What follows belongs to an exercise in optimizing a design on an open flow for small area and few clock cycles per item; a production flow would make more cautious choices.
Function was not checked in any run shown here: the RTL went through the layout flow alone.
Power figures rest on the tool's default switching activity, not on a simulated workload.

==> design/flow/design.v <==
module ppe_row_conv #(
   parameter int ADDR_W   = 4,
   parameter int PE_ADDR  = 5,
   parameter int WEIGHT_W = 8,
   parameter int FILTER_W = 5,
   parameter int IFMAP_W  = 25,
   localparam int PKT_W   = ADDR_W + 1 + IFMAP_W,
   localparam int WPP     = IFMAP_W / WEIGHT_W,
   localparam int WPKTS   = (FILTER_W + WPP - 1) / WPP,
   localparam int OFMAP_W = IFMAP_W - FILTER_W + 1,
   localparam int PSUM_W  = WEIGHT_W + $clog2(FILTER_W + 1),
   localparam int IDX_W   = $clog2(OFMAP_W)
) (
   input  logic              clk_i,
   input  logic              reset_i,
   input  logic              in_valid_i,
   output logic              in_ready_o,
   input  logic [PKT_W-1:0]  in_pkt_i,
   output logic              out_valid_o,
   input  logic              out_ready_i,
   output logic [PSUM_W-1:0] out_psum_o,
   output logic [IDX_W-1:0]  out_idx_o,
   output logic              out_last_o,
   output logic              err_nowt_o
);
   logic                half_q;             
   logic                fv_q;               
   logic                busy_q;             
   logic                err_q;
   logic [IDX_W-1:0]    idx_q;
   logic [WEIGHT_W-1:0] w_q [FILTER_W];
   logic [IFMAP_W-1:0]  row_q;
   logic                hit, acc, spk, wr, load, last, done;
   logic [PSUM_W-1:0]   psum;
   assign hit = in_pkt_i[PKT_W-1:IFMAP_W+1] == ADDR_W'(PE_ADDR);
   assign spk  = in_pkt_i[IFMAP_W];
   assign last = idx_q[4] & idx_q[2];
   assign done = last & out_ready_i;
   assign in_ready_o = ~reset_i & (~busy_q | done);
   assign acc  = in_valid_i & in_ready_o & hit;
   assign wr   = acc & ~spk;
   assign load = acc & spk & fv_q;
   always_ff @(posedge clk_i or posedge reset_i) begin
      if (reset_i) begin
         half_q <= 1'b0;
         fv_q   <= 1'b0;
         busy_q <= 1'b0;
         err_q  <= 1'b0;
      end else begin
         if (wr) begin
            fv_q   <= half_q;
            half_q <= ~half_q;
         end
         if (acc & spk & ~fv_q) err_q <= 1'b1;
         busy_q <= load | (busy_q & ~done);
      end
   end
   always_ff @(posedge clk_i) begin
      if (load) begin
         row_q <= in_pkt_i[IFMAP_W-1:0];
         idx_q <= '0;
      end else if (out_ready_i) begin
         row_q <= row_q >> 1;
         idx_q <= idx_q + IDX_W'(1);
      end
      for (int k = 0; k < FILTER_W; k++)
         if (wr && half_q == (k >= WPP)) w_q[k] <= in_pkt_i[WEIGHT_W*(k%WPP) +: WEIGHT_W];
   end
   logic [WEIGHT_W-1:0] pp [FILTER_W];
   always_comb for (int k = 0; k < FILTER_W; k++) pp[k] = w_q[k] & {WEIGHT_W{row_q[k]}};
   logic fs1, fc2, fs3, fc4, fs5, fc6, fs7, fc8, fs9, fc10, fs11, fc12, fs13, fc14, fs15, fc16, hs17, hc18, fs19, fc20, fs21, fc22, fs23, fc24, fs25, fc26, fs27, fc28, fs29, fc30, fs31, fc32, fs33, fc34, fs35, fc36, fs37, fc38, fs39, fc40, fs41, fc42, fs43, fc44, fs45, fc46, fs47, fc48, fs49, fc50, fs51, fc52, fs53, fc54, fs55, fc56, fs57, fc58, fs59, fc60, hs61, hc62, hs63, hc64;
   assign fs1 = pp[0][0] ^ pp[1][0] ^ pp[2][0];
   assign fc2 = (pp[0][0] & pp[1][0]) | (pp[0][0] & pp[2][0]) | (pp[1][0] & pp[2][0]);
   assign fs3 = pp[3][0] ^ pp[4][0] ^ fs1;
   assign fc4 = (pp[3][0] & pp[4][0]) | (pp[3][0] & fs1) | (pp[4][0] & fs1);
   assign fs5 = pp[0][1] ^ pp[1][1] ^ pp[2][1];
   assign fc6 = (pp[0][1] & pp[1][1]) | (pp[0][1] & pp[2][1]) | (pp[1][1] & pp[2][1]);
   assign fs7 = pp[3][1] ^ pp[4][1] ^ fc2;
   assign fc8 = (pp[3][1] & pp[4][1]) | (pp[3][1] & fc2) | (pp[4][1] & fc2);
   assign fs9 = fc4 ^ fs5 ^ fs7;
   assign fc10 = (fc4 & fs5) | (fc4 & fs7) | (fs5 & fs7);
   assign fs11 = pp[0][2] ^ pp[1][2] ^ pp[2][2];
   assign fc12 = (pp[0][2] & pp[1][2]) | (pp[0][2] & pp[2][2]) | (pp[1][2] & pp[2][2]);
   assign fs13 = pp[3][2] ^ pp[4][2] ^ fc6;
   assign fc14 = (pp[3][2] & pp[4][2]) | (pp[3][2] & fc6) | (pp[4][2] & fc6);
   assign fs15 = fc8 ^ fc10 ^ fs11;
   assign fc16 = (fc8 & fc10) | (fc8 & fs11) | (fc10 & fs11);
   assign hs17 = fs13 ^ fs15;
   assign hc18 = fs13 & fs15;
   assign fs19 = pp[0][3] ^ pp[1][3] ^ pp[2][3];
   assign fc20 = (pp[0][3] & pp[1][3]) | (pp[0][3] & pp[2][3]) | (pp[1][3] & pp[2][3]);
   assign fs21 = pp[3][3] ^ pp[4][3] ^ fc12;
   assign fc22 = (pp[3][3] & pp[4][3]) | (pp[3][3] & fc12) | (pp[4][3] & fc12);
   assign fs23 = fc14 ^ fc16 ^ hc18;
   assign fc24 = (fc14 & fc16) | (fc14 & hc18) | (fc16 & hc18);
   assign fs25 = fs19 ^ fs21 ^ fs23;
   assign fc26 = (fs19 & fs21) | (fs19 & fs23) | (fs21 & fs23);
   assign fs27 = pp[0][4] ^ pp[1][4] ^ pp[2][4];
   assign fc28 = (pp[0][4] & pp[1][4]) | (pp[0][4] & pp[2][4]) | (pp[1][4] & pp[2][4]);
   assign fs29 = pp[3][4] ^ pp[4][4] ^ fc20;
   assign fc30 = (pp[3][4] & pp[4][4]) | (pp[3][4] & fc20) | (pp[4][4] & fc20);
   assign fs31 = fc22 ^ fc24 ^ fc26;
   assign fc32 = (fc22 & fc24) | (fc22 & fc26) | (fc24 & fc26);
   assign fs33 = fs27 ^ fs29 ^ fs31;
   assign fc34 = (fs27 & fs29) | (fs27 & fs31) | (fs29 & fs31);
   assign fs35 = pp[0][5] ^ pp[1][5] ^ pp[2][5];
   assign fc36 = (pp[0][5] & pp[1][5]) | (pp[0][5] & pp[2][5]) | (pp[1][5] & pp[2][5]);
   assign fs37 = pp[3][5] ^ pp[4][5] ^ fc28;
   assign fc38 = (pp[3][5] & pp[4][5]) | (pp[3][5] & fc28) | (pp[4][5] & fc28);
   assign fs39 = fc30 ^ fc32 ^ fc34;
   assign fc40 = (fc30 & fc32) | (fc30 & fc34) | (fc32 & fc34);
   assign fs41 = fs35 ^ fs37 ^ fs39;
   assign fc42 = (fs35 & fs37) | (fs35 & fs39) | (fs37 & fs39);
   assign fs43 = pp[0][6] ^ pp[1][6] ^ pp[2][6];
   assign fc44 = (pp[0][6] & pp[1][6]) | (pp[0][6] & pp[2][6]) | (pp[1][6] & pp[2][6]);
   assign fs45 = pp[3][6] ^ pp[4][6] ^ fc36;
   assign fc46 = (pp[3][6] & pp[4][6]) | (pp[3][6] & fc36) | (pp[4][6] & fc36);
   assign fs47 = fc38 ^ fc40 ^ fc42;
   assign fc48 = (fc38 & fc40) | (fc38 & fc42) | (fc40 & fc42);
   assign fs49 = fs43 ^ fs45 ^ fs47;
   assign fc50 = (fs43 & fs45) | (fs43 & fs47) | (fs45 & fs47);
   assign fs51 = pp[0][7] ^ pp[1][7] ^ pp[2][7];
   assign fc52 = (pp[0][7] & pp[1][7]) | (pp[0][7] & pp[2][7]) | (pp[1][7] & pp[2][7]);
   assign fs53 = pp[3][7] ^ pp[4][7] ^ fc44;
   assign fc54 = (pp[3][7] & pp[4][7]) | (pp[3][7] & fc44) | (pp[4][7] & fc44);
   assign fs55 = fc46 ^ fc48 ^ fc50;
   assign fc56 = (fc46 & fc48) | (fc46 & fc50) | (fc48 & fc50);
   assign fs57 = fs51 ^ fs53 ^ fs55;
   assign fc58 = (fs51 & fs53) | (fs51 & fs55) | (fs53 & fs55);
   assign fs59 = fc52 ^ fc54 ^ fc56;
   assign fc60 = (fc52 & fc54) | (fc52 & fc56) | (fc54 & fc56);
   assign hs61 = fc58 ^ fs59;
   assign hc62 = fc58 & fs59;
   assign hs63 = fc60 ^ hc62;
   assign hc64 = fc60 & hc62;
   assign psum = {hc64, hs63, hs61, fs57, fs49, fs41, fs33, fs25, hs17, fs9, fs3};
   assign out_valid_o = busy_q;
   assign out_psum_o  = psum;
   assign out_idx_o   = idx_q;
   assign out_last_o  = last;
   assign err_nowt_o  = err_q;
endmodule
==> design/flow/flow/run.sh <==
#!/bin/bash
# Own layout flow: the standard flow (standard.sh, unchanged synthesis) with
#  - port buffers of the smallest buffer cell instead of the resizer's default pick,
#  - no CTS dummy loads,
#  - power/area recovery (downsizing of non-critical gates) after global routing.
set -euo pipefail
export BUFFER_PORTS_ARGS="-buffer_cell sky130_fd_sc_hd__buf_1"
export CTS_ARGS="-sink_clustering_enable -repair_clock_nets -dont_use_dummy_load"
export RECOVER_POWER=100
bash standard.sh > standard.log 2>&1
==> design/flow/standard.sh <==
#!/bin/bash
# synth_recipe.tcl (not shown) runs the flow's synth.tcl, then flattens the netlist and writes it again
# the make line also repeats each setting of config.mk as NAME=value (left out here)
make -C /OpenROAD-flow-scripts/flow DESIGN_CONFIG=/design/flow/config.mk WORK_HOME=/design/flow/orfs CLKGATE_MAP_FILE= SYNTH_SCRIPT=/design/flow/synth_recipe.tcl "${@:-finish}"
==> design/flow/config.mk <==
export PLATFORM = sky130hd
export DESIGN_NAME = ppe_row_conv
export DESIGN_NICKNAME = ppe_row_conv
export VERILOG_FILES = /design/flow/design.v
export SDC_FILE = /design/flow/constraint.sdc
export NUM_CORES = 4
export LEC_CHECK = 0
export CAP_MARGIN = 20
export CORE_MARGIN = 2
export CORE_UTILIZATION = 40
export SETUP_SLACK_MARGIN = 0.2
export SLEW_MARGIN = 20
==> design/flow/constraint.sdc <==
create_clock -name core_clock -period 7.5 [get_ports {clk_i}]
set_input_delay 1.5000 -clock core_clock [delete_from_list [all_inputs] [get_ports {clk_i}]]
set_output_delay 1.5000 -clock core_clock [all_outputs]
set_load 0.01 [all_outputs]
==> results of run 1 <==
==> per-stage QoR <==
| stage | setup TNS [ns] | util [%] | instances | setup slack (ns) |
|---|---|---|---|---|
| floorplan | -3.57 | - | 232 | -1.00 |
| global placement | -4.07 | 44.3 | 386 | -1.13 |
| detailed placement | -4.30 | 44.3 | 386 | -1.17 |
| CTS | -6.02 | 46.0 | 395 | -1.49 |
| global route | -6.86 | 44.8 | 395 | -1.67 |
| finish | -5.73 | 44.8 | 395 | -1.44 |
==> timing repair <==
action                                  in CTS  in global routing
hold buffers                                 0                  0
pin swaps                                    0                  1
gates resized for setup                      8                  2
endpoints found under the setup margin       5                  6
setup buffers                                0                  0
==> final cells by class <==
class                   count  area, sq um
fillers                   836         5080
inverters                  14         52.6
repair buffers             59          273
clock buffers               9          124
multi-input cells         128         1380
flip-flops and latches     74         2150
well taps                 111          139
==> power by group through the flow <==
| stage | logic (W) | registers [W] | clock network [W] |
|---|---|---|---|
| after floorplan | 0.000140 | 0.000511 | 0 |
| after global placement | 0.000171 | 0.000505 | 0 |
| after detailed placement | 0.000174 | 0.000506 | 0 |
| after CTS | 0.000185 | 0.000498 | 0.000239 |
| after global routing | 0.000201 | 0.000500 | 0.000257 |
| final | 0.000174 | 0.000497 | 0.000232 |
==> worst max path at each step <==
stage,startpoint,to,slack (ns)
3_5_place_dp,w_q[0][0],out_psum_o[9],-1.17
5_1_grt,w_q[0][0],out_psum_o[9],-1.67
3_3_place_gp,row_q[0],out_psum_o[9],-1.13
2_1_floorplan,row_q[0],out_psum_o[9],-1.00
4_1_cts,w_q[0][0],out_psum_o[9],-1.49
6_report,w_q[0][0],out_psum_o[9],-1.44
==> flip-flops by register name, indices dropped and copies added (netlist names) <==
signal and count:
busy_q 1, w_q 40, fv_q 1, err_q 1
half_q 1, row_q 25, idx_q 5
==> placed cells by master (no fill, tap or decap), drive strengths merged <==
cell type,Yosys,layout
nand3,1,1
dfrtp,4,4
mux2i,1,1
or3b,1,1
edfxtp,65,65
a31o,1,1
clkbuf,0,13
and3,1,1
xor2,4,4
nor2b,1,1
and2b,1,1
o41ai,1,1
a2111oi,1,1
or2,1,1
mux2,25,25
buf,16,55
inv,14,14
fa,29,29
and2,33,33
ha,4,4
a21oi,1,1
nand4,2,2
nor2,5,5
dfxtp,5,5
nand2,14,14
xnor2,1,1
==> kinds of logic after synthesis <==
group           count (synthesis)  synth area share [%]
simple gates                   60                  8.78
compound gates                  4                  1.32
mux                            26                  9.97
flops                          74                  56.8
buf+inv                        30                  5.35
fa+ha+maj                      33                  16.6
xor+xnor                        5                  1.16
==> routing by layer <==
metal / up-vias / track usage, %
li1: 885 / -
met5: - / 0
met3: 6 / 3.93
met1: 889 / 19.5
met4: 0 / 5.30
met2: 45 / 20.3
==> impl_metrics.json, run 1 <==
{
  "period_needed_ns": 8.94,
  "yosys.area.top_type": "edfxtp_1",
  "synth_top_area_share_pct": 51.5,
  "synthCells": 232,
  "start_util_pct": 41.2,
  "cp_slowest_cell": "fa_1",
  "ys_types": 29,
  "die_x_um": 101,
  "synth_fp_nets": 299,
  "critical_path_required_ns": 6.00,
  "route.vias.total": 1825,
  "drive_above_1_share_pct": 13.4,
  "seq_area_frac_synth_pct": 56.8,
  "cp.arrival_ns": 7.44,
  "row_count": 35,
  "finalPower_w": 0.000903,
  "hpwlAfterDp_um": 4500,
  "io_pins": 54,
  "worstSetupEndpointType": "output pin",
  "r2r_slack_ns": 3.13,
  "routed_wl_um": 6220,
  "htree_levels": 3,
  "dieArea_sq_mm": 0.0103,
  "grt_use_total_pct": 13.8,
  "comb_power_share_pct": 19.2,
  "crit_cells": 21,
  "path_class": "reg -> out",
  "seqPwrFrac_pct": 55.0,
  "antenna_found_initial": 0,
  "crit_top_cell": "fa_2",
  "r2r-start": "idx_q[2]",
  "hp-class": "reg -> reg",
  "setup_viol": 5,
  "grt_max_degree": 32,
  "relSlewSlack_pct": -15.2,
  "finClkSkew_ns": 0.0181,
  "grt-ovfl-total": 0,
  "antenna_cells": 0,
  "whs_ns": 0.485,
  "yosysMostFrequentCell": "edfxtp_1",
  "cp_cell_sequence": "and2_4 -> fa_1 -> inv_1 -> fa_2 -> fa_2 -> inv_2 -> fa_1 -> ha_2 -> fa_1 -> fa_2 -> fa_1 -> fa_2 -> fa_1 -> fa_2 -> fa_1 -> fa_2 -> fa_2 -> fa_2 -> ha_4 -> ha_4 -> buf_6",
  "avgSynthCellArea_sq_um": 16.3,
  "place_area_sq_mm": 0.00408,
  "finalMaxSlewViolations": 26,
  "ys_seq_elements": 74,
  "max_stage_delay_ns": 0.52,
  "worstMarginPinSlew_ns": 1.73,
  "grt_pass1_vias": 1938,
  "drc": 0,
  "nets": 353,
  "met3_length_um": 342,
  "wire_per_inst_um": 15.7,
  "synthFlopType": "edfxtp_1",
  "violations": "capacitance limit, slew limit, setup timing",
  "coreArea_sq_mm": 0.00920,
  "clk_latency_ns": 0.34,
  "drtAntennaViolNets": 0,
  "synth_warnings": 3,
  "fmax_mhz": 112,
  "hold_start": "err_q",
  "fin_area_sq_mm": 0.00412,
  "crit_family": "adder cells",
  "switching_power_w": 0.000238,
  "crit_buf_inv": 3,
  "wl_met2_um": 2910,
  "synth_area_sq_mm": 0.00379,
  "power_density_mw_per_mm2": 219,
  "port-buffer-count": 53,
  "p_sw_share_pct": 26.3,
  "initialDrtViolationCount": 80,
  "worst_slack_ns": -1.44,
  "area_growth_pct": 8.65,
  "cts_made_buffers": 9,
  "clkPwrFrac_pct": 25.7,
  "synth_edf_count": 65,
  "rsz0062_at_grt": "true",
  "root_buffer": "clkbuf_8",
  "tritoncts": "done",
  "cts_max_path_buffers": 2,
  "p_leak_nw": 1.50,
  "crit_path_max_fanout": 1,
  "synth_commonest_cells": "edfxtp_1 (65), and2_1 (33), fa_1 (29)",
  "crit_path_start_kind": "flop",
  "reg2reg_depth": 4,
  "rr_endpoint": "row_q[11]",
  "wl_met1_um": 2920,
  "worst_hold_path.endpoint": "err_q",
  "drt_first_pass_iters": 5,
  "gp_congestion": 0.747,
  "die_y_um": 101,
  "async_flop_share_pct": 5.41,
  "dr.max_layer_used": "met4",
  "viasPerCell": 4.62,
  "finalHoldViolCount": 0,
  "clkTransAtPathRegs_ns": 0.07,
  "grt_pass1_wl_um": 10300,
  "period_share_pct": 119,
  "maxCapViolCount": 1,
  "clock-sinks": 74,
  "outcome": "finished with violations",
  "min_path_cells": 1,
  "synth_area_leaders": "edfxtp_1 (52%), fa_1 (15%), mux2_4 (9.1%)",
  "ir_drop_v": 0.000155,
  "p_int_w": 0.000665
}
==> run 2, diff against run 1 <==
==> design/flow/run.sh (new file) <==
#!/bin/bash
# synth_recipe.tcl (not shown) runs the flow's synth.tcl, then flattens the netlist and writes it again
# the make line also repeats each setting of config.mk as NAME=value (left out here)
make -C /OpenROAD-flow-scripts/flow DESIGN_CONFIG=/design/flow/config.mk WORK_HOME=/design/flow/orfs CLKGATE_MAP_FILE= SYNTH_SCRIPT=/design/flow/synth_recipe.tcl finish
removed: design/flow/flow/run.sh
removed: design/flow/standard.sh
==> impl_metrics.json, run 2 <==
{
  "outcome": "finished with violations",
  "violations": "setup timing",
  "cts_max_path_buffers": 2,
  "async_flop_share_pct": 5.41,
  "period_needed_ns": 8.94,
  "relSlewSlack_pct": 37.6,
  "grt_pass1_vias": 2016,
  "p_leak_nw": 1.74,
  "cp_slowest_cell": "fa_2",
  "clkTransAtPathRegs_ns": 0.07,
  "setup_tns_ns": -5.76,
  "io_pins": 54,
  "synthFlopType": "edfxtp_1",
  "crit_buf_inv": 3,
  "drtAntennaViolNets": 0,
  "root_buffer": "clkbuf_8",
  "clock-sinks": 74,
  "die_y_um": 101,
  "routed_wl_um": 6440,
  "cp.arrival_ns": 7.44,
  "cp_cell_sequence": "and2_4 -> fa_2 -> inv_2 -> fa_2 -> fa_2 -> inv_2 -> fa_1 -> ha_2 -> fa_1 -> fa_2 -> fa_1 -> fa_2 -> fa_1 -> fa_2 -> fa_1 -> fa_2 -> fa_2 -> fa_2 -> ha_4 -> ha_4 -> buf_6",
  "crit_path_max_fanout": 2,
  "globalRouteMet2Util_pct": 20.6,
  "mostFrequentLayoutCells": "edfxtp_1 (65), clkdlybuf4s50_1 (47), and2_1 (31), mux2_4 (23), fa_1 (20)",
  "hp-class": "reg -> reg",
  "ys_types": 29,
  "crit_path_start_kind": "flop",
  "ir_drop_v": 0.000151,
  "yosysMostFrequentCell": "edfxtp_1",
  "rsz0062_at_grt": "true",
  "path_class": "reg -> out",
  "start_util_pct": 41.2,
  "fin_util_pct": 50.3,
  "initialDrtViolationCount": 121,
  "worstSetupEndpointType": "output pin",
  "synth_commonest_cells": "edfxtp_1 (65), and2_1 (33), fa_1 (29)",
  "worstMarginPinSlew_ns": 0.936,
  "max_stage_delay_ns": 0.56,
  "synth_fp_nets": 299,
  "die_x_um": 101,
  "synth_area_leaders": "edfxtp_1 (52%), fa_1 (15%), mux2_4 (9.1%)",
  "largest_reg_flops": 40,
  "route.vias.total": 1880,
  "critical_path_required_ns": 6.00,
  "viasPerCell": 4.67,
  "avgSynthCellArea_sq_um": 16.3,
  "coreArea_sq_mm": 0.00920,
  "seq_area_frac_synth_pct": 56.8,
  "synth_area_sq_mm": 0.00379,
  "worst_slack_ns": -1.44,
  "busiest_layer": "met2",
  "largest-register": "w_q",
  "period_share_pct": 119,
  "port-buffer-count": 53,
  "synth_top_area_share_pct": 51.5,
  "largest_registers": "w_q: 40 flops, row_q: 25 flops, idx_q: 5 flops",
  "crit_family": "adder cells",
  "dieArea_sq_mm": 0.0103,
  "synth_edf_count": 65,
  "clk_latency_ns": 0.33,
  "drt_first_pass_iters": 6,
  "synth_warnings": 3,
  "finClkSkew_ns": 0.0111,
  "grt_pass1_wl_um": 10500,
  "fmax_mhz": 112,
  "gp_congestion": 0.731,
  "hpwlAfterDp_um": 4540,
  "area_growth_pct": 22.2,
  "finalHoldViolCount": 0,
  "power_density_mw_per_mm2": 226,
  "row_count": 35,
  "maxCapViolCount": 0,
  "drc": 0,
  "drive_above_1_share_pct": 25.7,
  "nets": 354,
  "crit_top_cell": "fa_2",
  "ys_seq_elements": 74,
  "wire_per_inst_um": 16.0,
  "use_met3_pct": 2.48,
  "finalMaxSlewViolations": 0,
  "htree_levels": 3,
  "grt_max_degree": 32,
  "met1_usage_pct": 20.3,
  "grt_use_total_pct": 13.7,
  "yosys.area.top_type": "edfxtp_1",
  "cts_made_buffers": 9,
  "layout_commonest_cell": "edfxtp_1",
  "tritoncts": "done",
  "synthCells": 232,
  "antenna_cells": 0,
  "antenna_found_initial": 0,
  "grt-ovfl-total": 0,
  "setup_viol": 5,
  "hold_buffers": 0
}
[run 2: worst register-to-register path, delay by kind of cell (launching register included)]
| kind | cells | cell delay, ns |
|---|---|---|
| AOI/OAI and AO/OA | 1 | 0.44 |
| DFF | 1 | 0.43 |
| and+or+nand+nor | 3 | 1.76 |
[run 2: layer usage]
metal	up-vias	wire length (um)
met5	-	0
met4	0	36
met3	4	260
met2	49	3030
met1	933	3110
li1	894	-
[run 2: cells by family after synthesis]
| family | Yosys count | share of synthesized area, % |
|---|---|---|
| AOI/OAI and AO/OA | 4 | 1.32 |
| xor gates and xnor gates | 5 | 1.16 |
| adders and majority gates | 33 | 16.6 |
| buffers and inverters | 30 | 5.35 |
| DFF | 74 | 56.8 |
| muxes | 26 | 9.97 |
| and+or+nand+nor | 60 | 8.78 |
[run 2: through the flow]
stage          total power, W  setup slack [ns]  cells  area, sq um  hold slack (ns)
6_report              0.00105             -1.44    403         4630            0.478
5_1_grt               0.00110             -1.65    403         4630            0.514
4_1_cts               0.00106             -1.49    402         4620            0.483
3_5_place_dp         0.000737             -1.53    386         4410            0.462
3_3_place_gp         0.000735             -1.53    386         4410            0.459
2_1_floorplan        0.000651             -1.00    232         3850            0.471
[run 2: what timing repair did]
| item | CTS | global route |
|---|---|---|
| endpoints found under the hold margin | 0 | 0 |
| endpoints found under the setup margin | 6 | 6 |
| buffers inserted | 0 | 1 |
| resized for setup | 26 | 5 |
[run 2: path summary, 6_finish.rpt]
kind / startpoint / end / slack, ns / depth (start not counted)
setup reg to reg: idx_q[2] / row_q[16] / 4.48 / 4
hold reg to reg: err_q / err_q / 0.48 / 1
hold / removal: err_q / err_q / 0.48 / 1
setup / recovery: row_q[0] / out_psum_o[9] / -1.44 / 21
min in group asynchronous: reset_i / err_q / 1.49 / 2
max in group asynchronous: reset_i / busy_q / 5.84 / 2
[run 2: final cells by class]
type / instances / area [sq um]
fill: 803 / 4570
sequential: 74 / 2150
multi-input combinational: 128 / 1490
timing repair buffer: 60 / 584
tap: 111 / 139
clock buffer: 9 / 124
clock inverter: 7 / 83.8
inverter: 14 / 52.6
[run 2: report_power, final]
group          internal, W  switching [W]  leakage (nW)
combinational     0.000135      0.0000940         0.938
clock             0.000183       0.000138         0.102
sequential        0.000475      0.0000220         0.701

## afterwards: timing with drivers on the ports
No port has a modelled driver above. Below, the same layouts with a new extraction and two added sets of constraints.
Step 1, drivers: a clkbuf_16 drives clk_i and a buf_2 each remaining input, both assumed.
Step 2 moves the port delays by t, midway between the first and last clock arrival at a register: inputs arrive t later, outputs are due t later. That takes back most of the time a late clock gives input paths.
Three values: ideal, step 1, step 2; two values: the first two.
run | t (ns) | setup WS [ns] | hold slack, ns | latest minus earliest clock arrival (ns) | worst slew at a driven data input, ns
run 1 | 0.358 | -1.441 / -1.468 / -1.109 | 0.485 / 0.485 / 0.485 | 0.019 / 0.019 | 0.04
run 2 | 0.354 | -1.442 / -1.469 / -1.114 | 0.478 / 0.478 / 0.478 | 0.012 / 0.011 | 0.04
